Source: an optimization exercise on an open RTL-to-GDS flow (aim: small area, a short achievable clock period and few clock cycles per item). Production flows keep margins and buffers that such runs may drop.

the baseline:
## int_to_balanced_ternary_core
module int_to_balanced_ternary_core (
   input  logic                                    clock,
   input  logic                                    reset,
   input  logic                                    start,
   output logic                                    busy,
   input  logic signed [itbt_pkg::VALUE_WIDTH-1:0] req_value,
   output logic                                    rsp_strobe,
   output logic signed [1:0]                       rsp_trit,
   output logic                                    rsp_last_trit
);
==> module int_to_balanced_ternary_core, before the edit <==
module int_to_balanced_ternary_core (
   input  logic                                    clock,
   input  logic                                    reset,
   input  logic                                    start,
   output logic                                    busy,
   input  logic signed [itbt_pkg::VALUE_WIDTH-1:0] req_value,
   output logic                                    rsp_strobe,
   output logic signed [1:0]                       rsp_trit,
   output logic                                    rsp_last_trit
);
   logic signed [QW-1:0] q_ff;
   logic                 pos_ff;       
   logic                 neg_ff;       
   logic                 nz_ff;        
   logic [4:0]           j_ff;         
   logic                 busy_ff;      
   logic                 strobe_ff;    
   logic                 started_ff;   
   logic [QW-1:0]        q_next;
   logic [QW-1:0]        t_pos;
   logic [QW-1:0]        t_neg;
   logic                 pos_next;
   logic                 neg_next;
   logic                 in_pos;
   logic                 in_neg;
   logic                 load;
   function automatic logic ge_var(input logic [QW-1:0] a, input logic [QW-1:0] b);
      logic [63:0] gt;
      logic [63:0] eq;
      for (int i = 0; i < 64; i++) begin
         gt[i] = 1'b0;
         eq[i] = 1'b1;
      end
      for (int i = 0; i < QW - 1; i++) begin
         gt[i] = a[i] & ~b[i];
         eq[i] = a[i] | ~b[i];
      end
      gt[QW-1] = ~a[QW-1] & b[QW-1];
      eq[QW-1] = ~a[QW-1] | b[QW-1];
      for (int l = 0; l < 6; l++)
         for (int i = 0; i < 32; i++)
            if (i < (32 >> l)) begin
               gt[i] = gt[2*i+1] | (eq[2*i+1] & gt[2*i]);
               eq[i] = eq[2*i+1] & eq[2*i];
            end
      ge_var = gt[0] | eq[0];
   endfunction
   function automatic logic ge_chain(input logic [QW-1:0] a, input logic [QW-1:0] b);
      logic r;
      r = 1'b1;
      for (int i = 0; i < QW - 1; i++)
         r = (a[i] & ~b[i]) | ((a[i] | ~b[i]) & r);
      ge_chain = (~a[QW-1] & b[QW-1]) | ((~a[QW-1] | b[QW-1]) & r);
   endfunction
   always_comb begin
      logic [QW-1:0] x;
      logic [QW-1:0] s;
      logic [QW-1:0] c;
      logic [QW-1:0] b;
      logic [QW-1:0] p;
      logic [QW-1:0] gg;
      logic [QW-1:0] pp;
      logic [QW-1:0] kp;
      logic [QW-1:0] kn;
      kp = -POW21;
      kn = POW21;
      for (int i = 0; i < QW; i++)
         x[i] = (kp[i] & kn[i]) ? nz_ff : (kp[i] ? pos_ff : (kn[i] ? neg_ff : 1'b0));
      for (int i = 0; i < QW; i++) begin
         s[i] = q_ff[i] ^ (i > 0 ? q_ff[i-1] : 1'b0) ^ x[i];
         c[i] = (i > 0) ? ((q_ff[i] & q_ff[i-1]) | (q_ff[i] & x[i]) | (q_ff[i-1] & x[i])) : (q_ff[i] & x[i]);
      end
      b  = {c[QW-2:0], 1'b0};
      p  = s ^ b;
      gg = s & b;
      pp = p;
      for (int i = QW - 1; i >= 1; i--)
         if ((i & 1) == 1) begin
            gg[i] = gg[i] | (pp[i] & gg[i - 1]);
            pp[i] = pp[i] & pp[i - 1];
         end
      for (int l = 1; (1 << l) < QW; l++)
         for (int i = QW - 1; i >= 0; i--)
            if ((i & 1) == 1 && i >= (1 << l) + 1) begin
               gg[i] = gg[i] | (pp[i] & gg[i - (1 << l)]);
               pp[i] = pp[i] & pp[i - (1 << l)];
            end
      for (int i = QW - 1; i >= 2; i--)
         if ((i & 1) == 0) begin
            gg[i] = gg[i] | (pp[i] & gg[i - 1]);
            pp[i] = pp[i] & pp[i - 1];
         end
      for (int i = 0; i < QW; i++)
         q_next[i] = p[i] ^ (i > 0 ? gg[i-1] : 1'b0);
   end
   always_comb begin
      logic [QW-1:0] pp_;
      logic [QW-1:0] pn_;
      logic [QW-1:0] pz_;
      logic [QW-1:0] np_;
      logic [QW-1:0] nn_;
      logic [QW-1:0] nz_;
      pp_ = B_POS_P;
      pn_ = B_POS_N;
      pz_ = B_POS_Z;
      np_ = B_NEG_P + 1'b1;
      nn_ = B_NEG_N + 1'b1;
      nz_ = B_NEG_Z + 1'b1;
      for (int i = 0; i < QW; i++) begin
         t_pos[i] = (pp_[i] & pos_ff) | (pn_[i] & neg_ff) | (pz_[i] & ~nz_ff);
         t_neg[i] = (np_[i] & pos_ff) | (nn_[i] & neg_ff) | (nz_[i] & ~nz_ff);
      end
   end
   assign pos_next = ge_chain(q_ff, t_pos);
   assign neg_next = ~ge_chain(q_ff, t_neg);
   assign in_pos = ge_var({{(QW-VALUE_WIDTH){req_value[VALUE_WIDTH-1]}}, req_value}, {{(QW-VALUE_WIDTH){HI[VALUE_WIDTH-1]}}, HI});
   assign in_neg = ge_var(-{{(QW-VALUE_WIDTH){HI[VALUE_WIDTH-1]}}, HI}, {{(QW-VALUE_WIDTH){req_value[VALUE_WIDTH-1]}}, req_value});
   assign load = start & ~busy_ff;
   always_ff @(posedge clock) begin
      if (reset) begin
         busy_ff   <= 1'b0;
         strobe_ff <= 1'b0;
      end else if (load) begin
         busy_ff   <= 1'b1;
         strobe_ff <= in_pos | in_neg;
      end else if (busy_ff) begin
         busy_ff   <= (j_ff != 5'd1);
         strobe_ff <= started_ff | nz_ff | pos_next | neg_next | (j_ff == 5'd1);
      end else begin
         busy_ff   <= 1'b0;
         strobe_ff <= 1'b0;
      end
   end
   always_ff @(posedge clock) begin
      if (load) begin
         q_ff       <= {{(QW-VALUE_WIDTH){req_value[VALUE_WIDTH-1]}}, req_value};
         pos_ff     <= in_pos;
         neg_ff     <= in_neg;
         nz_ff      <= in_pos | in_neg;
         j_ff       <= 5'd20;
         started_ff <= 1'b0;
      end else begin
         q_ff       <= q_next;
         pos_ff     <= pos_next;
         neg_ff     <= neg_next;
         nz_ff      <= pos_next | neg_next;
         j_ff       <= j_ff - 5'd1;
         started_ff <= started_ff | nz_ff;
      end
   end
   assign busy          = busy_ff;
   assign rsp_strobe    = strobe_ff;
   assign rsp_trit      = {neg_ff, nz_ff};
   assign rsp_last_trit = (j_ff == 5'd0);
endmodule
==> flow/config.mk <==
export PLATFORM = sky130hd
export DESIGN_NAME = int_to_balanced_ternary_core
export DESIGN_NICKNAME = int_to_balanced_ternary_core
export VERILOG_FILES = /design/flow/design.v
export SDC_FILE = /design/flow/constraint.sdc
export NUM_CORES = 4
export LEC_CHECK = 0
export ABC_AREA = 1
export CAP_MARGIN = 20
export CORE_MARGIN = 2
export CORE_UTILIZATION = 40
export SETUP_SLACK_MARGIN = 5
export SLEW_MARGIN = 20
==> flow/constraint.sdc <==
create_clock -name core_clock -period 8.5 [get_ports {clock}]
set_input_delay 1.7000 -clock core_clock [delete_from_list [all_inputs] [get_ports {clock}]]
set_output_delay 1.7000 -clock core_clock [all_outputs]
set_load 0.01 [all_outputs]
standard.sh (not shown) runs the stock make flow with config.mk's settings and CLKGATE_MAP_FILE= SYNTH_SCRIPT=/design/flow/synth_recipe.tcl, a recipe that flattens the netlist after the stock synthesis.
==> flow/flow/run.sh <==
#!/bin/bash
# Standard layout, with four changes: adders are left to ABC instead of being mapped to
# full/half adder cells, ABC's area script maps with plain "map" (flow/abc_area.script),
# the port buffers are the smallest buffer, and the clock tree uses small clock buffers
# without dummy loads.
set -euo pipefail
rm -rf scripts
cp -r "$FLOW_HOME/scripts" scripts
cp flow/abc_area.script scripts/abc_area.script
bash standard.sh ADDER_MAP_FILE= SCRIPTS_DIR="$PWD/scripts" \
   "BUFFER_PORTS_ARGS=-buffer_cell sky130_fd_sc_hd__buf_1" \
   "CTS_ARGS=-sink_clustering_enable -repair_clock_nets -dont_use_dummy_load -buf_list {sky130_fd_sc_hd__clkbuf_2 sky130_fd_sc_hd__clkbuf_4 sky130_fd_sc_hd__clkbuf_8} -root_buf sky130_fd_sc_hd__clkbuf_8" \
   SETUP_SLACK_MARGIN=5.15 finish > standard_flow.log 2>&1
==> flow/flow/abc_area.script <==
strash
dch
map
topo
stime -c
buffer -c
upsize -c
dnsize -c
#### Input delta (the candidate over the baseline)
diff --git a/flow/design.v b/flow/design.v
--- a/flow/design.v
+++ b/flow/design.v
@@ -20,11 +20,12 @@
    input  logic signed [itbt_pkg::VALUE_WIDTH-1:0] req_value,
    output logic                                    rsp_strobe,
    output logic signed [1:0]                       rsp_trit,
    output logic                                    rsp_last_trit
 );
-   logic signed [QW-1:0] q_ff;
+   logic [QW-2:0]        q_ff;         
+   logic [QW-1:0]        q;            
    logic                 pos_ff;       
    logic                 neg_ff;       
    logic                 nz_ff;        
    logic [4:0]           j_ff;         
    logic                 busy_ff;      
@@ -64,10 +65,11 @@
       r = 1'b1;
       for (int i = 0; i < QW - 1; i++)
          r = (a[i] & ~b[i]) | ((a[i] | ~b[i]) & r);
       ge_chain = (~a[QW-1] & b[QW-1]) | ((~a[QW-1] | b[QW-1]) & r);
    endfunction
+   assign q = {neg_ff | (~pos_ff & q_ff[QW-2]), q_ff};
    always_comb begin
       logic [QW-1:0] x;
       logic [QW-1:0] s;
       logic [QW-1:0] c;
       logic [QW-1:0] b;
@@ -79,33 +81,23 @@
       kp = -POW21;
       kn = POW21;
       for (int i = 0; i < QW; i++)
          x[i] = (kp[i] & kn[i]) ? nz_ff : (kp[i] ? pos_ff : (kn[i] ? neg_ff : 1'b0));
       for (int i = 0; i < QW; i++) begin
-         s[i] = q_ff[i] ^ (i > 0 ? q_ff[i-1] : 1'b0) ^ x[i];
-         c[i] = (i > 0) ? ((q_ff[i] & q_ff[i-1]) | (q_ff[i] & x[i]) | (q_ff[i-1] & x[i])) : (q_ff[i] & x[i]);
+         s[i] = q[i] ^ (i > 0 ? q[i-1] : 1'b0) ^ x[i];
+         c[i] = (i > 0) ? ((q[i] & q[i-1]) | (q[i] & x[i]) | (q[i-1] & x[i])) : (q[i] & x[i]);
       end
       b  = {c[QW-2:0], 1'b0};
       p  = s ^ b;
       gg = s & b;
       pp = p;
-      for (int i = QW - 1; i >= 1; i--)
-         if ((i & 1) == 1) begin
-            gg[i] = gg[i] | (pp[i] & gg[i - 1]);
-            pp[i] = pp[i] & pp[i - 1];
-         end
-      for (int l = 1; (1 << l) < QW; l++)
-         for (int i = QW - 1; i >= 0; i--)
-            if ((i & 1) == 1 && i >= (1 << l) + 1) begin
-               gg[i] = gg[i] | (pp[i] & gg[i - (1 << l)]);
-               pp[i] = pp[i] & pp[i - (1 << l)];
+      for (int l = 0; (1 << l) < QW; l++)
+         for (int i = 0; i < QW; i++)
+            if (((i >> l) & 1) == 1) begin
+               gg[i] = gg[i] | (pp[i] & gg[((i >> l) << l) - 1]);
+               pp[i] = pp[i] & pp[((i >> l) << l) - 1];
             end
-      for (int i = QW - 1; i >= 2; i--)
-         if ((i & 1) == 0) begin
-            gg[i] = gg[i] | (pp[i] & gg[i - 1]);
-            pp[i] = pp[i] & pp[i - 1];
-         end
       for (int i = 0; i < QW; i++)
          q_next[i] = p[i] ^ (i > 0 ? gg[i-1] : 1'b0);
    end
    always_comb begin
       logic [QW-1:0] pp_;
@@ -123,12 +115,12 @@
       for (int i = 0; i < QW; i++) begin
          t_pos[i] = (pp_[i] & pos_ff) | (pn_[i] & neg_ff) | (pz_[i] & ~nz_ff);
          t_neg[i] = (np_[i] & pos_ff) | (nn_[i] & neg_ff) | (nz_[i] & ~nz_ff);
       end
    end
-   assign pos_next = ge_chain(q_ff, t_pos);
-   assign neg_next = ~ge_chain(q_ff, t_neg);
+   assign pos_next = ge_chain(q, t_pos);
+   assign neg_next = ~ge_chain(q, t_neg);
    assign in_pos = ge_var({{(QW-VALUE_WIDTH){req_value[VALUE_WIDTH-1]}}, req_value}, {{(QW-VALUE_WIDTH){HI[VALUE_WIDTH-1]}}, HI});
    assign in_neg = ge_var(-{{(QW-VALUE_WIDTH){HI[VALUE_WIDTH-1]}}, HI}, {{(QW-VALUE_WIDTH){req_value[VALUE_WIDTH-1]}}, req_value});
    assign load = start & ~busy_ff;
    always_ff @(posedge clock) begin
       if (reset) begin
@@ -145,18 +137,18 @@
          strobe_ff <= 1'b0;
       end
    end
    always_ff @(posedge clock) begin
       if (load) begin
-         q_ff       <= {{(QW-VALUE_WIDTH){req_value[VALUE_WIDTH-1]}}, req_value};
+         q_ff       <= {req_value[VALUE_WIDTH-1], req_value};
          pos_ff     <= in_pos;
          neg_ff     <= in_neg;
          nz_ff      <= in_pos | in_neg;
          j_ff       <= 5'd20;
          started_ff <= 1'b0;
       end else begin
-         q_ff       <= q_next;
+         q_ff       <= q_next[QW-2:0];
          pos_ff     <= pos_next;
          neg_ff     <= neg_next;
          nz_ff      <= pos_next | neg_next;
          j_ff       <= j_ff - 5'd1;
          started_ff <= started_ff | nz_ff;
- In the reports for the baseline and the candidate, the larger number of different library cells in the post-synthesis netlist belongs to the candidate.
- The baseline → the candidate: post-cts resize count has increased; critical path's largest stage delay has decreased.
- Portion of the clock cycle consumed by the worst path in the final layout: the candidate vs the baseline up 0.39 points
- Share of synthesized cell area in and, or, nand and nor gates: higher on the candidate
- Against the baseline, global-route wire length before repair in the candidate fell by a few percent.
- Against the baseline, setup slack in the candidate came out worse.
- Fmax went down slightly going from the baseline to the candidate.
No functional check of the RTL was part of any run of this note.

[static timing again, ports no longer ideal]
The results above use ideal ports. As a check the final layouts listed here were re-extracted and re-timed, cells and wires unchanged.
Step 1 assumes that a clkbuf_16 drives the clock port and a buf_2 every other input.
Step 2 adds t to the input delays and takes it off the output delays; t is the mean of the earliest and latest rising clock arrival at the registers after step 1. Input paths then give back, and output paths get back, about the clock's delay inside the block.
a / b / c = no drivers / after step 1 / after step 2; a / b = the first two.
| run | t (ns) | setup WS [ns] | clock arrival spread, ns | worst data-port slew with drivers (ns) |
|---|---|---|---|---|
| the baseline | 0.357 | 5.253 / 5.253 / 4.963 | 0.034 / 0.034 | 0.04 |
| the candidate | 0.349 | 5.220 / 5.234 / 4.885 | 0.004 / 0.004 | 0.04 |
After both steps setup and hold are still met in every run listed. The setup slack of the candidate, which loses most, moves by +0.014 ns with the drivers and by -0.335 ns with both steps.
